This is an optimization exercise on Yosys and OpenROAD, whose aim is small area, a short achievable clock period and few clock cycles, not a production implementation.
No functional check of the RTL was part of this run.
Power and IR drop assume default switching activity.

### design/flow/config.mk
export PLATFORM = sky130hd
export DESIGN_NAME = rc4_stream_cipher_unit
export DESIGN_NICKNAME = rc4_stream_cipher_unit
export VERILOG_FILES = /design/flow/design.v
export SDC_FILE = /design/flow/constraint.sdc
export NUM_CORES = 4
export LEC_CHECK = 0
export ABC_CLOCK_PERIOD_IN_PS = 3500
export CAP_MARGIN = 20
export CORE_MARGIN = 2
export CORE_UTILIZATION = 30
export SETUP_SLACK_MARGIN = 3.5
export SLEW_MARGIN = 20
### design/flow/constraint.sdc
create_clock -name core_clock -period 7.0 [get_ports {clk_i}]
set_input_delay 1.4000 -clock core_clock [delete_from_list [all_inputs] [get_ports {clk_i}]]
set_output_delay 1.4000 -clock core_clock [all_outputs]
set_load 0.01 [all_outputs]
### design/flow/design.v
package rc4_pkg;
  localparam logic [2:0] ST_RUN   = 3'd0;   
  localparam logic [2:0] ST_DRAIN = 3'd1;   
  localparam logic [2:0] ST_INIT  = 3'd2;   
  localparam logic [2:0] ST_PREPK = 3'd3;   
  localparam logic [2:0] ST_KSA   = 3'd4;   
  localparam logic [2:0] ST_BRD   = 3'd5;   
  localparam logic [2:0] ST_BWR   = 3'd6;   
  localparam logic [2:0] ST_PREPB = 3'd7;   
endpackage
module rc4_ctrl (
  input  logic       clk_i,
  input  logic       rst_ni,
  input  logic       push_i,
  input  logic [7:0] data_i,
  input  logic       pop_i,
  output logic       valid_o,
  output logic [7:0] data_o
);
  logic [7:0] mem_q [5];
  logic [2:0] wp_q, rp_q;
  logic [2:0] cnt_q;
  function automatic logic [2:0] inc5(input logic [2:0] p);
    inc5 = (p == 3'd4) ? 3'd0 : p + 3'd1;
  endfunction
  always_ff @(posedge clk_i or negedge rst_ni) begin
    if (!rst_ni) begin
      wp_q  <= 3'd0;
      rp_q  <= 3'd0;
      cnt_q <= 3'd0;
    end else begin
      if (push_i) wp_q <= inc5(wp_q);
      if (pop_i)  rp_q <= inc5(rp_q);
      cnt_q <= cnt_q + 3'(push_i) - 3'(pop_i);
    end
  end
  always_ff @(posedge clk_i) begin
    for (int k = 0; k < 5; k++)
      if (push_i && wp_q == 3'(k)) mem_q[k] <= data_i;
  end
  assign valid_o = (cnt_q != 3'd0);
  assign data_o  = mem_q[rp_q];
endmodule
module rc4_datapath (
  input  logic       clk_i,
  input  logic       init_i,      
  input  logic       we_j_i,
  input  logic [7:0] idx_j_i,
  input  logic [7:0] wd_j_i,
  input  logic       we_i_i,
  input  logic [7:0] idx_i_i,
  input  logic [7:0] wd_i_i,
  input  logic [7:0] idx_a_i,
  input  logic [7:0] idx_c_i,
  output logic [7:0] rd_a_o,
  output logic [7:0] rd_b_o,      
  output logic [7:0] rd_c_o
);
  logic [2047:0] s_q;
  logic [255:0]  dec_j, dec_i, dec_a, dec_c;
  logic [255:0]  col [8];
  function automatic logic [255:0] onehot(input logic [7:0] x);
    logic [15:0] lo, hi;
    logic [255:0] r;
    lo = 16'd1 << x[3:0];
    hi = 16'd1 << x[7:4];
    for (int k = 0; k < 256; k++) r[k] = hi[k/16] & lo[k%16];
    onehot = r;
  endfunction
  assign dec_j = onehot(idx_j_i);
  assign dec_i = onehot(idx_i_i);
  assign dec_a = onehot(idx_a_i);
  assign dec_c = onehot(idx_c_i);
  always_comb begin
    for (int b = 0; b < 8; b++)
      for (int e = 0; e < 256; e++) col[b][e] = s_q[8*e+b];
  end
  always_comb begin
    for (int b = 0; b < 8; b++) begin
      rd_a_o[b] = |(dec_a & col[b]);
      rd_b_o[b] = |(dec_j & col[b]);
      rd_c_o[b] = |(dec_c & col[b]);
    end
  end
  genvar g;
  generate
    for (g = 0; g < 256; g++) begin : g_slot
      logic sj, si, sh;
      logic [7:0] d;
      assign sj = we_j_i && !init_i && dec_j[g];
      assign si = we_i_i && !init_i && dec_i[g] && !sj;
      assign sh = !init_i && !sj && !si;
      assign d = ({8{init_i}} & 8'(g))
               | ({8{sj}} & wd_j_i)
               | ({8{si}} & wd_i_i)
               | ({8{sh}} & s_q[8*g +: 8]);
      always_ff @(posedge clk_i) s_q[8*g +: 8] <= d;
    end
  endgenerate
endmodule
module rc4_stream_cipher_unit (
  input  logic        clk_i,
  input  logic        rst_ni,
  input  logic        in_valid_i,
  output logic        in_stall_o,
  input  logic [7:0]  data_in_i,
  input  logic        first_of_message_i,
  output logic        out_valid_o,
  input  logic        out_stall_i,
  output logic [7:0]  data_out_o,
  input  logic        cfg_valid_i,
  output logic        cfg_ready_o,
  input  logic [2:0]  cfg_index_i,
  input  logic [63:0] cfg_data_i
);
  logic [63:0] key_lo_q, key_hi_q;
  logic [4:0]  klen_q;
  logic        use_rc4_q;
  logic [7:0]  xor_q;
  logic        cfg_key_wr;
  assign cfg_ready_o = 1'b1;
  assign cfg_key_wr  = cfg_valid_i && (cfg_index_i <= 3'd2);
  always_ff @(posedge clk_i or negedge rst_ni) begin
    if (!rst_ni) begin
      key_lo_q  <= '0;
      key_hi_q  <= '0;
      klen_q    <= 5'd16;
      use_rc4_q <= 1'b1;
      xor_q     <= '0;
    end else if (cfg_valid_i) begin
      case (cfg_index_i)
        3'd0: key_lo_q  <= cfg_data_i;
        3'd1: key_hi_q  <= cfg_data_i;
        3'd2: klen_q    <= cfg_data_i[4:0];
        3'd3: use_rc4_q <= cfg_data_i[0];
        3'd4: xor_q     <= cfg_data_i[7:0];
        default: ;
      endcase
    end
  end
  logic [3:0]   lenm1;
  logic [127:0] key;
  always_comb begin
    if (klen_q == 5'd0)       lenm1 = 4'd0;
    else if (klen_q > 5'd16)  lenm1 = 4'd15;
    else                      lenm1 = 4'(klen_q - 5'd1);
  end
  assign key = {key_hi_q, key_lo_q};
  logic [2:0] st_q, st_d;
  logic       vE_q, fE_q, xE_q, doneE_q, tgt_q, cok_q;
  logic [7:0] dE_q;
  logic [8:0] n_q;
  logic [2:0] occ_q;
  logic [7:0] inext_q, jk_q, p_q, a_q, pa_q, ib_q;
  logic [3:0] kidx_q;
  logic       w1_q, v1_q, x1_q;
  logic [7:0] j1_q, p1_q, i1_q, d1_q;
  logic       w2_q, v2_q, x2_q;
  logic [7:0] i2_q, r2_q, p2_q, j2_q, d2_q;
  logic       v3_q, x3_q;
  logic [7:0] t3_q, d3_q;
  logic is_run, is_drain, is_init, is_prepk, is_ksa, is_brd, is_bwr, is_prepb;
  assign is_run   = (st_q == rc4_pkg::ST_RUN);
  assign is_drain = (st_q == rc4_pkg::ST_DRAIN);
  assign is_init  = (st_q == rc4_pkg::ST_INIT);
  assign is_prepk = (st_q == rc4_pkg::ST_PREPK);
  assign is_ksa   = (st_q == rc4_pkg::ST_KSA);
  assign is_brd   = (st_q == rc4_pkg::ST_BRD);
  assign is_bwr   = (st_q == rc4_pkg::ST_BWR);
  assign is_prepb = (st_q == rc4_pkg::ST_PREPB);
  logic [7:0] rd_a, rd_b, rd_c;
  rc4_datapath u_datapath (
    .clk_i   (clk_i),
    .init_i  (is_init),
    .we_j_i  (w1_q),
    .idx_j_i (j1_q),
    .wd_j_i  (p1_q),
    .we_i_i  (w2_q),
    .idx_i_i (i2_q),
    .wd_i_i  (r2_q),
    .idx_a_i (pa_q),
    .idx_c_i (t3_q),
    .rd_a_o  (rd_a),
    .rd_b_o  (rd_b),
    .rd_c_o  (rd_c)
  );
  logic run_e, xor_e, fwd_e, rst_e, ksa_e, step, ksa_last, bwr_last;
  logic [7:0] jc, isucc, afix, pn;
  assign run_e    = is_run && vE_q;
  assign xor_e    = run_e && xE_q;
  assign fwd_e    = run_e && !xE_q && (!fE_q || doneE_q || (cok_q && n_q == 9'd0));
  assign rst_e    = run_e && !xE_q && fE_q && !doneE_q && !(cok_q && n_q == 9'd0);
  assign ksa_e    = is_ksa;
  assign step     = fwd_e || ksa_e;
  assign ksa_last = ksa_e && (inext_q == 8'd255);
  assign bwr_last = is_bwr && (n_q == 9'd1);
  assign jc    = jk_q + p_q;
  assign isucc = ksa_last ? 8'd1 : inext_q + 8'd1;
  assign afix  = (w1_q && j1_q == isucc) ? p1_q :
                 (w2_q && j2_q == isucc) ? p2_q : a_q;
  assign pn    = (jc == isucc) ? p_q : afix;
  logic [7:0] rfix, cfix, res;
  assign rfix = (w2_q && j1_q == i2_q) ? r2_q : rd_b;
  assign cfix = (w2_q && j2_q == t3_q) ? r2_q : rd_c;
  assign res  = x3_q ? d3_q : (d3_q ^ cfix);
  logic pop, can_acc, acc;
  assign pop     = out_valid_o && !out_stall_i;
  assign can_acc = (!vE_q || xor_e || fwd_e) && ((occ_q != 3'd5) || pop);
  assign acc     = in_valid_i && can_acc;
  assign in_stall_o = !can_acc;
  logic       vE_d, fE_d, xE_d, doneE_d, cok_d, tgt_d;
  logic [8:0] n_d;
  always_comb begin
    vE_d    = vE_q;
    fE_d    = fE_q;
    xE_d    = xE_q;
    doneE_d = doneE_q;
    if (xor_e || fwd_e) vE_d = 1'b0;
    if (acc) begin
      vE_d    = 1'b1;
      fE_d    = first_of_message_i;
      xE_d    = !use_rc4_q;
      doneE_d = 1'b0;
    end
    if (ksa_last || bwr_last) doneE_d = 1'b1;
  end
  always_comb begin
    n_d   = n_q;
    cok_d = cok_q;
    if (fwd_e) begin
      n_d = n_q + 9'd1;
      if (n_q == 9'd256) cok_d = 1'b0;
    end
    if (is_bwr)   n_d = n_q - 9'd1;
    if (ksa_last) begin
      n_d   = 9'd0;
      cok_d = 1'b1;
    end
    if (cfg_key_wr) cok_d = 1'b0;
  end
  assign tgt_d = rst_e ? !cok_q : tgt_q;
  always_comb begin
    st_d = st_q;
    case (st_q)
      rc4_pkg::ST_RUN:   if (rst_e) st_d = rc4_pkg::ST_DRAIN;
      rc4_pkg::ST_DRAIN: if (!w1_q && !w2_q) st_d = tgt_q ? rc4_pkg::ST_INIT : rc4_pkg::ST_BRD;
      rc4_pkg::ST_INIT:  st_d = rc4_pkg::ST_PREPK;
      rc4_pkg::ST_PREPK: st_d = rc4_pkg::ST_KSA;
      rc4_pkg::ST_KSA:   if (ksa_last) st_d = rc4_pkg::ST_RUN;
      rc4_pkg::ST_BRD:   st_d = rc4_pkg::ST_BWR;
      rc4_pkg::ST_BWR:   st_d = bwr_last ? rc4_pkg::ST_PREPB : rc4_pkg::ST_BRD;
      rc4_pkg::ST_PREPB: st_d = rc4_pkg::ST_RUN;
      default:           st_d = rc4_pkg::ST_RUN;
    endcase
  end
  logic step_nx, ksa_nx;
  assign ksa_nx  = (st_d == rc4_pkg::ST_KSA);
  assign step_nx = ksa_nx ||
                   ((st_d == rc4_pkg::ST_RUN) && vE_d && !xE_d &&
                    (!fE_d || doneE_d || (cok_d && n_d == 9'd0)));
  logic [7:0] inext_d, jk_d, p_d, pa_d, ib_d, knext, s1;
  logic [3:0] kidx_d;
  always_comb begin
    inext_d = inext_q;
    jk_d    = jk_q;
    p_d     = p_q;
    kidx_d  = kidx_q;
    knext   = 8'd0;
    if (step) begin
      inext_d = isucc;
      p_d     = pn;
      jk_d    = jc;
    end
    if (ksa_e) begin
      kidx_d = (kidx_q == lenm1) ? 4'd0 : kidx_q + 4'd1;
      knext  = key[{kidx_d, 3'b000} +: 8];
      jk_d   = ksa_last ? 8'd0 : jc + knext;
    end
    if (is_init) begin
      inext_d = 8'd0;
      p_d     = 8'd0;
      kidx_d  = 4'd0;
      jk_d    = key[7:0];
    end
    if (bwr_last) begin
      inext_d = 8'd1;
      p_d     = r2_q;
      jk_d    = 8'd0;
    end
  end
  always_comb begin
    if (step_nx) s1 = (ksa_nx && inext_d == 8'd255) ? 8'd1 : inext_d + 8'd1;
    else         s1 = inext_d;
    if ((ksa_nx && inext_d != 8'd255 && s1 == 8'd255) ||
        ((st_d == rc4_pkg::ST_PREPK) && s1 == 8'd255))
      pa_d = 8'd1;
    else
      pa_d = s1 + 8'd1;
    ib_d = ib_q;
    if (is_drain) begin
      pa_d = inext_q - 8'd1;
      ib_d = inext_q - 8'd1;
    end
    if (is_brd) pa_d = pa_q;
    if (is_bwr) begin
      pa_d = bwr_last ? 8'd2 : ib_q - 8'd1;
      ib_d = ib_q - 8'd1;
    end
  end
  always_ff @(posedge clk_i or negedge rst_ni) begin
    if (!rst_ni) begin
      st_q  <= rc4_pkg::ST_RUN;
      vE_q  <= 1'b0;
      cok_q <= 1'b0;
      occ_q <= 3'd0;
      w1_q  <= 1'b0;
      w2_q  <= 1'b0;
      v1_q  <= 1'b0;
      v2_q  <= 1'b0;
      v3_q  <= 1'b0;
    end else begin
      st_q  <= st_d;
      vE_q  <= vE_d;
      cok_q <= cok_d;
      occ_q <= occ_q + 3'(acc) - 3'(pop);
      w1_q  <= step || is_brd;
      w2_q  <= is_brd || (w1_q && !is_bwr);
      v1_q  <= xor_e || fwd_e;
      v2_q  <= v1_q;
      v3_q  <= v2_q;
    end
  end
  always_ff @(posedge clk_i) begin
    if (acc) dE_q <= data_in_i;
    fE_q    <= fE_d;
    xE_q    <= xE_d;
    doneE_q <= doneE_d;
    tgt_q   <= tgt_d;
    n_q     <= n_d;
    inext_q <= inext_d;
    jk_q    <= jk_d;
    p_q     <= p_d;
    a_q     <= rd_a;
    pa_q    <= pa_d;
    ib_q    <= ib_d;
    kidx_q  <= kidx_d;
    if (step)        j1_q <= jc;
    else if (is_drain) j1_q <= jk_q;
    else if (is_bwr) j1_q <= j1_q - r2_q;
    p1_q <= is_brd ? rd_a : p_q;
    i1_q <= inext_q;
    x1_q <= xor_e;
    d1_q <= xor_e ? (dE_q ^ xor_q) : dE_q;
    i2_q <= is_brd ? ib_q : i1_q;
    r2_q <= rfix;
    p2_q <= p1_q;
    j2_q <= j1_q;
    x2_q <= x1_q;
    d2_q <= d1_q;
    t3_q <= r2_q + p2_q;
    x3_q <= x2_q;
    d3_q <= d2_q;
  end
  rc4_ctrl u_out (
    .clk_i   (clk_i),
    .rst_ni  (rst_ni),
    .push_i  (v3_q),
    .data_i  (res),
    .pop_i   (pop),
    .valid_o (out_valid_o),
    .data_o  (data_out_o)
  );
endmodule
### design/flow/run.sh
#!/bin/bash
# synth_recipe.tcl (not shown) runs the flow's synth.tcl, then flattens the netlist and writes it again
# the make line also repeats each setting of config.mk as NAME=value (left out here)
make -C /OpenROAD-flow-scripts/flow DESIGN_CONFIG=/design/flow/config.mk WORK_HOME=/design/flow/orfs CLKGATE_MAP_FILE= SYNTH_SCRIPT=/design/flow/synth_recipe.tcl finish
==> results.txt <==
[routing by layer]
metal | GRT usage [%] | GRT overflow
met5 | 89.0 | 630
met3 | 104 | 10929
met2 | 146 | 49142
met1 | 110 | 19447
met4 | 108 | 8344
[cells by family after synthesis]
logic type | share of synthesized area [%]
DFF | 35.2
adders and majority gates | 0.566
and+or+nand+nor | 25.4
xor gates and xnor gates | 0.714
AOI/OAI and AO/OA | 32.2
buffers and inverters | 4.25
other | 0.00264
muxes | 1.71
[synthesized netlist by cell type (99+ instances only)]
cell type	instances
o21ai_0	1094
nor2_1	2171
a31oi_1	1026
clkbuf_1	1448
a21oi_1	121
dfrtp_1	162
mux2_2	187
nand4_1	414
a22oi_1	1337
nand2_1	4015
o211ai_1	777
nor4_1	142
nand3_1	1479
o22ai_1	111
dfxtp_1	2163
a221oi_1	813
nor3_1	99
a22o_1	806
[worst min-delay path by stage]
stage	from	end	slack [ns]	cells past startpoint
3_5_place_dp	d2_q[4]$_DFF_P_	d3_q[4]$_DFF_P_	0.31	0
3_3_place_gp	d2_q[5]$_DFF_P_	d3_q[5]$_DFF_P_	0.31	0
2_1_floorplan	d1_q[0]$_DFF_P_	d2_q[0]$_DFF_P_	0.31	0
4_1_cts	d2_q[4]$_DFF_P_	d3_q[4]$_DFF_P_	0.33	0
[power groups by stage]
stage | clock, W | sequential [W] | combinational, W
floorplan | 0 | 0.0194 | 0.0139
global placement | 0 | 0.0264 | 0.0388
detailed placement | 0 | 0.0263 | 0.0387
CTS | 0.0153 | 0.0261 | 0.0444
[metrics by stage]
stage	area [µm²]	cells	total power (W)	setup WS, ns	hold WS [ns]
floorplan	142000	19308	0.0333	2.37	0.310
detailed placement	168000	26493	0.0651	0.281	0.312
global placement	168000	26458	0.0652	-0.272	0.314
CTS	197000	27973	0.0858	2.17	0.327
[repair_timing]
| action | 4_1_cts |
|---|---|
| pin swaps | 544 |
| endpoints found under the setup margin | 2120 |
| gates cloned | 19 |
| buffers inserted | 953 |
| gates resized for setup | 1908 |
==> results.txt <==
- The synthesis-stage register bit count is ~2,400.
- The area share of the largest cell type after synthesis is between 30% and 40%.
- The maximum number of pins on one net before global-route repair is roughly 180.
- The weighted congestion at the end of routability-driven global placement is around 2.4.
- The detailed placer's ending HPWL is 1,970,000 µm.
- The buffer levels on the longest clock path is 4.
- Yosys mapped a number of flops with a built-in enable equal to 89.
- The floorplan die width is 693 µm.
- The floorplan step set the die height to 693 µm.
- The starting density of the core is between 30% and 40%.
- The fraction of synthesis flops using an asynchronous set or reset pin is under 10%.
- The first global-routing pass estimated 3,630,000 µm of wire.
- The remaining global-route overflow is 88,492.
- The tool reported: "[ERROR GRT-0116] Global routing finished with congestion. Check the congestion regions in the DRC Viewer".
- Ranked by total cell area, the synthesized netlist is headed by dfxtp_1, nand2_1, a22oi_1.
- The cell count after synthesis is around 19,000.
- The H-tree was split into 5 levels.
- The count of warnings emitted by yosys is 5.
- The flow did not finish.
- A synthesized cell averages 7.37 µm².
- For this run, the leading register cell type out of synthesis is dfxtp_1.
- Buffers placed on the I/O ports in this run total 90.
- The number of clock sinks is 2,416.
- The CTS root buffer is clkbuf_16.
- The total I/O pin count is 92.
- The number of rows in the core area is 252.
- The stage where the flow stopped is global routing (5_1_grt).
- The post-cts hold buffer count is 0.
- In this run, distinct cell masters in the synthesized netlist total 90.
- Global routing used 118% of the available tracks across all layers.
- The sequential element share of the synthesized area is about a third.
- The biggest area contributor in the post-synthesis netlist is dfxtp_1.
- The net count after synthesis is 19,449.
- Clock tree synthesis inserted a total of 287 buffers.
- The via count of the first global-routing pass is 247,128.
- The summed instance area of the synthesized netlist is 142,000 µm².
